From an optimization exercise on the open Yosys and OpenROAD flow, aimed at small area, a short achievable clock period and few clock cycles per item; shortcuts taken in it are not production practice. Only simulation tests tie the RTL to the original design; equivalence was not proved. No activity file was given, so power comes from the tool's default toggle rates.

**design/flow/config.mk**
```make
export PLATFORM = sky130hd
export DESIGN_NAME = box_filter_top
export DESIGN_NICKNAME = box_filter_top
export VERILOG_FILES = /design/flow/design.v
export SDC_FILE = /design/flow/constraint.sdc
export NUM_CORES = 4
export LEC_CHECK = 0
export CAP_MARGIN = 20
export CORE_MARGIN = 2
export CORE_UTILIZATION = 40
export SLEW_MARGIN = 20
```
**design/flow/constraint.sdc**
```tcl
create_clock -name core_clock -period 4.0 [get_ports {clk_i}]
set_input_delay 0.8000 -clock core_clock [delete_from_list [all_inputs] [get_ports {clk_i}]]
set_output_delay 0.8000 -clock core_clock [all_outputs]
set_load 0.01 [all_outputs]
```
**design/flow/design.v**
```verilog
package box_pkg;
  localparam int PX_W         = 8;
  localparam int WIN          = 3;
  localparam int LINE_BUFS    = WIN + 1;                 
  localparam int MAX_LINE_LEN = 16;
  localparam int LINE_ADDR_W  = $clog2( MAX_LINE_LEN );
  localparam int BUF_IDX_W    = $clog2( LINE_BUFS );
  localparam int SUM_W        = PX_W + 4;                
  typedef logic [PX_W - 1 : 0] px_t;
  typedef struct packed {
    px_t  tdata;
    logic tvalid;
    logic tlast;                                         
    logic tuser;                                         
  } stream_word_t;
  typedef struct packed {
    px_t [WIN - 1 : 0][WIN - 1 : 0] px;
    logic                           tvalid;
    logic                           tlast;
    logic                           tuser;
  } window_t;
  typedef struct packed {
    logic [SUM_W - 1 : 0] tdata;
    logic                 tvalid;
    logic                 tlast;
    logic                 tuser;
  } sum_word_t;
endpackage
`timescale 1ns/1ps
module line_buf
(
  input  logic                     clk_i,
  input  logic                     rst_i,
  input  logic                     wr_i,
  input  box_pkg::px_t                      wr_px_i,
  input  logic                     wr_last_i,
  input  logic [box_pkg::LINE_ADDR_W - 1 : 0] rd_addr_i,
  input  logic                     flush_i,
  output box_pkg::px_t                      rd_px_o,
  output logic                     full_o,
  output logic [box_pkg::LINE_ADDR_W : 0]   len_o
);
box_pkg::px_t                      mem [box_pkg::MAX_LINE_LEN];
logic [box_pkg::LINE_ADDR_W - 1 : 0] wr_ptr;
logic [box_pkg::LINE_ADDR_W - 1 : 0] base_ptr;
assign base_ptr = flush_i ? '0 : wr_ptr;
always_ff @( posedge clk_i )
  if( wr_i )
    mem[base_ptr] <= wr_px_i;
always_ff @( posedge clk_i )
  rd_px_o <= mem[rd_addr_i];                             
always_ff @( posedge clk_i, posedge rst_i )
  if( rst_i )
    begin
      wr_ptr <= '0;
      full_o <= 1'b0;
      len_o  <= '0;
    end
  else
    begin
      if( flush_i )
        full_o <= 1'b0;
      if( wr_i )
        begin
          wr_ptr <= base_ptr + 1'b1;
          if( wr_last_i )
            begin
              full_o <= 1'b1;                            
              len_o  <= { 1'b0, base_ptr } + 1'b1;
            end
        end
      else
        if( flush_i )
          wr_ptr <= '0;
    end
endmodule
`timescale 1ns/1ps
module window_buf
(
  input  logic         clk_i,
  input  logic         rst_i,
  input  box_pkg::stream_word_t video_i,
  output logic         video_ready_o,
  output box_pkg::window_t      win_o,
  input  logic         win_ready_i
);
logic [box_pkg::LINE_BUFS - 1 : 0]   wr_sel;
logic [box_pkg::LINE_BUFS - 1 : 0]   wr_hit;
logic [box_pkg::LINE_BUFS - 1 : 0]   line_full;
logic [box_pkg::LINE_BUFS - 1 : 0]   line_flush;
logic [box_pkg::LINE_ADDR_W : 0]     line_len [box_pkg::LINE_BUFS];
box_pkg::px_t                        rd_px    [box_pkg::LINE_BUFS];
logic                       frame_start;
logic                       wr_accept;
logic                       lines_ready;
logic                       rd_idle;
logic                       rd_go;
logic [box_pkg::BUF_IDX_W - 1 : 0]   rd_pos;
logic                       rd_active;
logic                       iss_done;
logic [box_pkg::LINE_ADDR_W - 1 : 0] rd_col;
logic [box_pkg::LINE_ADDR_W - 1 : 0] rd_addr;
logic [box_pkg::LINE_ADDR_W : 0]     last_col;
logic                       d1_valid;
logic                       d1_last;
logic [box_pkg::LINE_ADDR_W - 1 : 0] d1_col;
logic                       advance;
logic                       pass_end;
logic                       win_load;
logic                       first_pend;
box_pkg::px_t [box_pkg::WIN - 1 : 0]          col_px;
box_pkg::px_t [box_pkg::WIN - 1 : 0][box_pkg::WIN - 1 : 0] win_px;
logic                       win_valid;
logic                       win_last;
logic                       win_user;
assign frame_start   = video_i.tvalid && video_i.tuser;
assign wr_hit        = frame_start ? box_pkg::LINE_BUFS'( 1 ) : wr_sel;
assign video_ready_o = frame_start ? rd_idle : !( |( wr_sel & line_full ) );
assign wr_accept     = video_i.tvalid && video_ready_o;
always_ff @( posedge clk_i, posedge rst_i )
  if( rst_i )
    wr_sel <= box_pkg::LINE_BUFS'( 1 );
  else
    if( wr_accept )
      begin
        if( video_i.tlast )
          wr_sel <= { wr_hit[box_pkg::LINE_BUFS - 2 : 0], wr_hit[box_pkg::LINE_BUFS - 1] };
        else
          wr_sel <= wr_hit;
      end
for( genvar i = 0; i < box_pkg::LINE_BUFS; i++ )
  begin : g_line
    assign line_flush[i] = ( wr_accept && frame_start ) ||
                           ( pass_end && ( rd_pos == box_pkg::BUF_IDX_W'( i ) ) );
    line_buf line_buf_i (
      .clk_i     ( clk_i                 ),
      .rst_i     ( rst_i                 ),
      .wr_i      ( wr_accept && wr_hit[i] ),
      .wr_px_i   ( video_i.tdata         ),
      .wr_last_i ( video_i.tlast         ),
      .rd_addr_i ( rd_addr               ),
      .flush_i   ( line_flush[i]         ),
      .rd_px_o   ( rd_px[i]              ),
      .full_o    ( line_full[i]          ),
      .len_o     ( line_len[i]           )
    );
  end
always_comb
  begin
    lines_ready = 1'b1;
    for( int k = 0; k < box_pkg::WIN; k++ )
      begin
        lines_ready = lines_ready && line_full[rd_pos + box_pkg::BUF_IDX_W'( k )];
        col_px[k]   = rd_px[rd_pos + box_pkg::BUF_IDX_W'( k )];    
      end
  end
assign rd_go    = !rd_active && lines_ready;
assign rd_idle  = !rd_active && !lines_ready;
assign last_col = line_len[rd_pos] - 1'b1;
assign advance  = win_ready_i || !win_valid;
assign rd_addr  = advance ? rd_col : d1_col;             
assign pass_end = advance && d1_valid && d1_last;
assign win_load = advance && d1_valid && ( d1_col >= box_pkg::LINE_ADDR_W'( box_pkg::WIN - 1 ) );
always_ff @( posedge clk_i, posedge rst_i )
  if( rst_i )
    begin
      rd_active <= 1'b0;
      iss_done  <= 1'b0;
      rd_col    <= '0;
      rd_pos    <= '0;
    end
  else
    if( wr_accept && frame_start )
      rd_pos <= '0;
    else
      if( rd_go )
        begin
          rd_active <= 1'b1;
          iss_done  <= 1'b0;
          rd_col    <= '0;
        end
      else
        if( pass_end )
          begin
            rd_active <= 1'b0;
            rd_pos    <= rd_pos + 1'b1;                  
          end
        else
          if( advance && rd_active && !iss_done )
            begin
              rd_col <= rd_col + 1'b1;
              if( { 1'b0, rd_col } == last_col )
                iss_done <= 1'b1;
            end
always_ff @( posedge clk_i, posedge rst_i )
  if( rst_i )
    begin
      d1_valid <= 1'b0;
      d1_last  <= 1'b0;
      d1_col   <= '0;
    end
  else
    if( advance )
      begin
        d1_valid <= rd_active && !iss_done;
        d1_last  <= ( { 1'b0, rd_col } == last_col );
        d1_col   <= rd_col;
      end
always_ff @( posedge clk_i )
  if( advance && d1_valid )
    for( int r = 0; r < box_pkg::WIN; r++ )
      begin
        for( int c = 0; c < box_pkg::WIN - 1; c++ )
          win_px[r][c] <= win_px[r][c + 1];
        win_px[r][box_pkg::WIN - 1] <= col_px[r];
      end
always_ff @( posedge clk_i, posedge rst_i )
  if( rst_i )
    first_pend <= 1'b0;
  else
    if( wr_accept && frame_start )
      first_pend <= 1'b1;
    else
      if( win_load )
        first_pend <= 1'b0;
always_ff @( posedge clk_i, posedge rst_i )
  if( rst_i )
    begin
      win_valid <= 1'b0;
      win_last  <= 1'b0;
      win_user  <= 1'b0;
    end
  else
    if( advance )
      begin
        win_valid <= win_load;
        win_last  <= win_load && d1_last;
        win_user  <= win_load && first_pend;
      end
assign win_o = { win_px, win_valid, win_last, win_user };
endmodule
`timescale 1ns/1ps
module window_sum
(
  input  logic      clk_i,
  input  logic      rst_i,
  input  box_pkg::window_t   win_i,
  output logic      win_ready_o,
  output box_pkg::sum_word_t sum_o,
  input  logic      sum_ready_i
);
logic [box_pkg::SUM_W - 1 : 0] row_sum [box_pkg::WIN];
logic [box_pkg::SUM_W - 1 : 0] part_q  [box_pkg::WIN];
logic [box_pkg::SUM_W - 1 : 0] total;
logic [box_pkg::SUM_W - 1 : 0] total_q;
logic                 s1_valid;
logic                 s1_last;
logic                 s1_user;
logic                 s2_valid;
logic                 s2_last;
logic                 s2_user;
logic                 adv1;
logic                 adv2;
assign adv2        = sum_ready_i || !s2_valid;
assign adv1        = adv2 || !s1_valid;
assign win_ready_o = adv1;
always_comb
  for( int r = 0; r < box_pkg::WIN; r++ )
    begin
      row_sum[r] = '0;
      for( int c = 0; c < box_pkg::WIN; c++ )
        row_sum[r] = row_sum[r] + box_pkg::SUM_W'( win_i.px[r][c] );
    end
always_ff @( posedge clk_i )
  if( adv1 )
    for( int r = 0; r < box_pkg::WIN; r++ )
      part_q[r] <= row_sum[r];
always_ff @( posedge clk_i, posedge rst_i )
  if( rst_i )
    begin
      s1_valid <= 1'b0;
      s1_last  <= 1'b0;
      s1_user  <= 1'b0;
    end
  else
    if( adv1 )
      begin
        s1_valid <= win_i.tvalid;
        s1_last  <= win_i.tlast;
        s1_user  <= win_i.tuser;
      end
always_comb
  begin
    total = '0;
    for( int r = 0; r < box_pkg::WIN; r++ )
      total = total + part_q[r];                         
  end
always_ff @( posedge clk_i )
  if( adv2 )
    total_q <= total;
always_ff @( posedge clk_i, posedge rst_i )
  if( rst_i )
    begin
      s2_valid <= 1'b0;
      s2_last  <= 1'b0;
      s2_user  <= 1'b0;
    end
  else
    if( adv2 )
      begin
        s2_valid <= s1_valid;
        s2_last  <= s1_last;
        s2_user  <= s1_user;
      end
assign sum_o = { total_q, s2_valid, s2_last, s2_user };
endmodule
`timescale 1ns/1ps
module box_filter_top
(
  input  logic         clk_i,
  input  logic         rst_i,
  input  box_pkg::stream_word_t video_i,
  output logic         video_ready_o,
  output box_pkg::sum_word_t    sum_o,
  input  logic         sum_ready_i
);
box_pkg::window_t win;
logic    win_ready;
window_buf window_buf_i (
  .clk_i         ( clk_i         ),
  .rst_i         ( rst_i         ),
  .video_i       ( video_i       ),
  .video_ready_o ( video_ready_o ),
  .win_o         ( win           ),
  .win_ready_i   ( win_ready     )
);
window_sum window_sum_i (
  .clk_i       ( clk_i       ),
  .rst_i       ( rst_i       ),
  .win_i       ( win         ),
  .win_ready_o ( win_ready   ),
  .sum_o       ( sum_o       ),
  .sum_ready_i ( sum_ready_i )
);
endmodule
```
**design/flow/run.sh**
```bash
#!/bin/bash
# synth_recipe.tcl (not shown) runs the flow's synth.tcl, then flattens the netlist and writes it again
# the make line also repeats each setting of config.mk as NAME=value (left out here)
make -C /OpenROAD-flow-scripts/flow DESIGN_CONFIG=/design/flow/config.mk WORK_HOME=/design/flow/orfs CLKGATE_MAP_FILE= SYNTH_SCRIPT=/design/flow/synth_recipe.tcl finish
```
==> results.json <==
{
  "status": "no timing/DRC/antenna violations",
  "worst_pin_slew_ns": 1.02,
  "setup_viol_count_final": 0,
  "cts_buffers": 77,
  "syn-num-nets": 2163,
  "synthFlopType": "edfxtp_1",
  "cp_max_fo": 8,
  "power_per_cell_area_mw_per_mm2": 832,
  "cts-root-buf": "clkbuf_16",
  "grt_max_degree": 129,
  "postLayoutCellArea_mm2": 0.0347,
  "row_count": 100,
  "hold_viol_final": 0,
  "fin_cells": 3185,
  "io_pins": 30,
  "cts_tree": "built",
  "avgSynthCellArea_um2": 14.8,
  "cts_num_sinks": 726,
  "finalPower_mw": 28.9,
  "use_met3": 0.0325,
  "grt_pass1_vias": 17500,
  "gr-total-overflow": 0,
  "path_class": "reg -> out",
  "ant_nets": 0,
  "track_usage": 0.184,
  "drc": 0,
  "drt-total-wl_um": 70900,
  "synth_top_area_cell": "edfxtp_1",
  "ys_types": 62,
  "rsz0062_at_grt": "no",
  "max_cap_violations": 0,
  "use_met1": 0.259,
  "netlist_area_mm2": 0.0303,
  "dp_cells": 3038,
  "synth_top_area_frac": 0.619,
  "yosys-top-cells-count": "edfxtp_1 (626), nand2_1 (340), nand3_1 (135)",
  "async_flop_share": 0.0937,
  "via_count": 17200,
  "worstSetupEndpointType": "output port",
  "fin_crit_ns": 3.84,
  "skew_ns": 0.0281,
  "max_freq_mhz": 260,
  "wl_per_cell_um": 22.2,
  "vias_per_cell": 5.41,
  "drt_first_pass_iters": 11,
  "syn_to_final_growth_pct": 14.3,
  "seq_area_frac_synth": 0.697,
  "hpwlAfterDp_um": 46500,
  "clk_latency_ns": 0.63,
  "arrival_ns": 3.04,
  "irDropWorstVdd_mv": 0.456,
  "min_period_over_period": 0.960,
  "core_region_area_mm2": 0.0748,
  "postSynthCellCount": 2051,
  "n_fill_cell": 6452,
  "busiest_layer": "met2",
  "synth_edf_count": 626,
  "drtIter0Drc": 1702,
  "clock_path_buffers": 3,
  "die_area_mm2": 0.0781,
  "yosys_warnings": 7,
  "layout-drive-gt1-share": 0.136,
  "placedInstanceArea_mm2": 0.0321,
  "yosys.cell_count.top_type": "edfxtp_1",
  "relSlewSlack": 0.321,
  "setup_tns_ns": 0,
  "antenna_found_initial": 2,
  "critPathLaunchType": "register",
  "report.final.slew_viol_count": 0,
  "clk_pin_slew_worst_paths_ns": 0.06,
  "fp.dieW_um": 279,
  "nets": 2263,
  "ys_ff_latch": 726,
  "grt_pass1_wl_um": 108000,
  "die_h_um": 279,
  "globalplace.congestion": 0.858,
  "synth_area_leaders": "edfxtp_1 (62%), dfrtp_1 (5.5%), mux4_2 (4.4%)",
  "worstPathRequired_ns": 3.20,
  "ctsHtreeMaxLevel": 3,
  "use_met2": 0.295,
  "power_leakage_nw": 12.4,
  "min-delay-path-class": "reg -> reg",
  "start_util": 0.406,
  "portBuffers": 29
}
==> sequential cells by signal (all words and copies together), names as in the netlist, 2 cells and up <==
signal and cells:
window_buf_i.wr_sel 4, window_buf_i.rd_pos 2, window_buf_i.g_line.line_buf_i.mem 512, window_sum_i.total_q 12
window_buf_i.g_line.line_buf_i.wr_ptr 16, window_buf_i.d1_col 4, window_buf_i.g_line.line_buf_i.full_o 4, window_buf_i.rd_col 4
window_buf_i.g_line.line_buf_i.rd_px_o 32, window_buf_i.win_px 72, window_buf_i.g_line.line_buf_i.len_o 20, window_sum_i.part_q 30
==> layer usage <==
layer / part of all wire / wire length (um) / vias up
li1: - / - / 7878
met1: 0.45 / 31800 / 8712
met2: 0.47 / 33300 / 533
met3: 0.062 / 4400 / 97
met4: 0.020 / 1390 / 2
met5: 0.00011 / 8 / -
==> final cells by class <==
type / instances / area [um2] / area share
diodes: 1 / 2.50 / 0.0000722
clock inverters: 38 / 377 / 0.0109
flip-flops and latches: 726 / 21100 / 0.610
repair buffers: 111 / 968 / 0.0279
clock buffers: 105 / 2180 / 0.0627
inverters: 65 / 251 / 0.00725
multi-input cells: 1170 / 8550 / 0.247
well taps: 969 / 1210 / 0.0350
==> what timing repair did <==
item / 4_1_cts / 5_1_grt
hold buffers: 0 / 0
endpoints found under the setup margin: 1 / 1
hold endpoints to repair: 0 / 0
pin swaps: 0 / 1
gates resized for setup: 2 / 0
gates cloned: 0 / 0
setup buffers: 0 / 3
==> cells in the final DEF, fill, tap and decap left out, types with 9 or more instances in the layout <==
master             n
nor2_1            41
a22oi_1           34
clkinv_1           9
clkinv_2          11
nand3_1          135
edfxtp_1         626
dfrtp_1           66
a21oi_1           36
mux2_2             9
nor3_1            10
xor2_1            26
buf_4             75
o21ai_1           34
dfxtp_1           32
mux4_2            59
mux2i_1           38
o21a_1            12
clkbuf_1          17
nand2_1          340
nand4_1           37
a21o_1            12
a222oi_1          29
and2_1            54
clkdlybuf4s50_1   21
fa_1              17
ha_1              81
nand2b_1          10
inv_1             61
clkbuf_16         80
o21ai_0           41
xnor2_1           43
==> where the power goes <==
group	leakage [nW]	switching (mW)	internal, mW	total (mW)
clock	1.24	2.92	4.22	7.14
sequential	6.89	0.802	9.94	10.7
combinational	4.28	6.44	4.53	11.0
total	12.4	10.2	18.7	28.9
==> path summary, 6_finish.rpt <==
check | startpoint | to | slack, ns | cells after the start
max in group asynchronous | rst_i | window_buf_i.g_line[1].line_buf_i.len_o[4] | 2.61 | 3
max | window_buf_i.rd_pos[0] | video_ready_o | 0.16 | 8
min in group asynchronous | rst_i | window_buf_i.g_line[3].line_buf_i.full_o | 0.64 | 2
max reg2reg | window_buf_i.rd_pos[1] | window_buf_i.g_line[0].line_buf_i.mem[10][4] | 0.59 | 9
min | window_buf_i.win_px[37] | window_buf_i.win_px[29] | 0.46 | 0
min reg2reg | window_buf_i.win_px[37] | window_buf_i.win_px[29] | 0.46 | 0
==> through the flow <==
step / setup slack, ns / utilization / hold WS [ns]
after global routing: 0.00630 / 0.463 / 0.474
after floorplan: 0.00221 / - / 0.431
after detailed placement: 0.205 / 0.429 / 0.445
after global placement: 0.203 / 0.429 / 0.438
after CTS: 0.0431 / 0.463 / 0.458
final: 0.159 / 0.464 / 0.457
==> kinds of logic (layout without fill, tap and decap cells) <==
logic type,Yosys count,in the layout,share of synthesized area
other cells,0,1,0
buf+inv,155,319,0.0229
simple gates,664,664,0.101
xor+xnor,69,69,0.0199
mux,113,113,0.0649
flops,726,726,0.697
compound gates,226,226,0.0502
fa+ha+maj,98,98,0.0446
==> critical path, stage by stage, from the launching register on <==
cell and delay, ns:
dfrtp_2 0.43, inv_1 0.16, ha_1 0.30, nand2b_1 0.20
a211oi_4 0.33, nor4_4 0.07, buf_4 0.20, a31o_2 0.26
clkdlybuf4s50_1 0.48
Testbench counts, summed over its fixed seeds: cycles 8,081, items 4,512.

-- re-timing with driven ports --
The results above use ideal ports. As a check the final layout listed here was re-extracted and re-timed, cells and wires unchanged.
Step 1 sets driving cells, clkbuf_16 on the clock port and buf_2 on the other inputs (assumed; they add their load-dependent delay and slew).
Step 2, shift: input delay + t, output delay - t, t = (earliest + latest rising clock arrival at the registers) / 2. This alone moves slack from input paths to output paths.
a / b / c = ideal ports / drivers / drivers and shift; a / b = the first two.
t (ns): 0.672
setup WS [ns]: 0.159 / 0.100 / 0.185
latest minus earliest clock arrival (ns): 0.030 / 0.030
slew at the worst register clock pin (ns): 0.07 / 0.07
worst slew at a driven data input, ns: 0.08
After both steps this run still meets setup and hold. For this run, drivers alone change the setup slack by -0.059 ns; drivers and shift together by +0.026 ns.
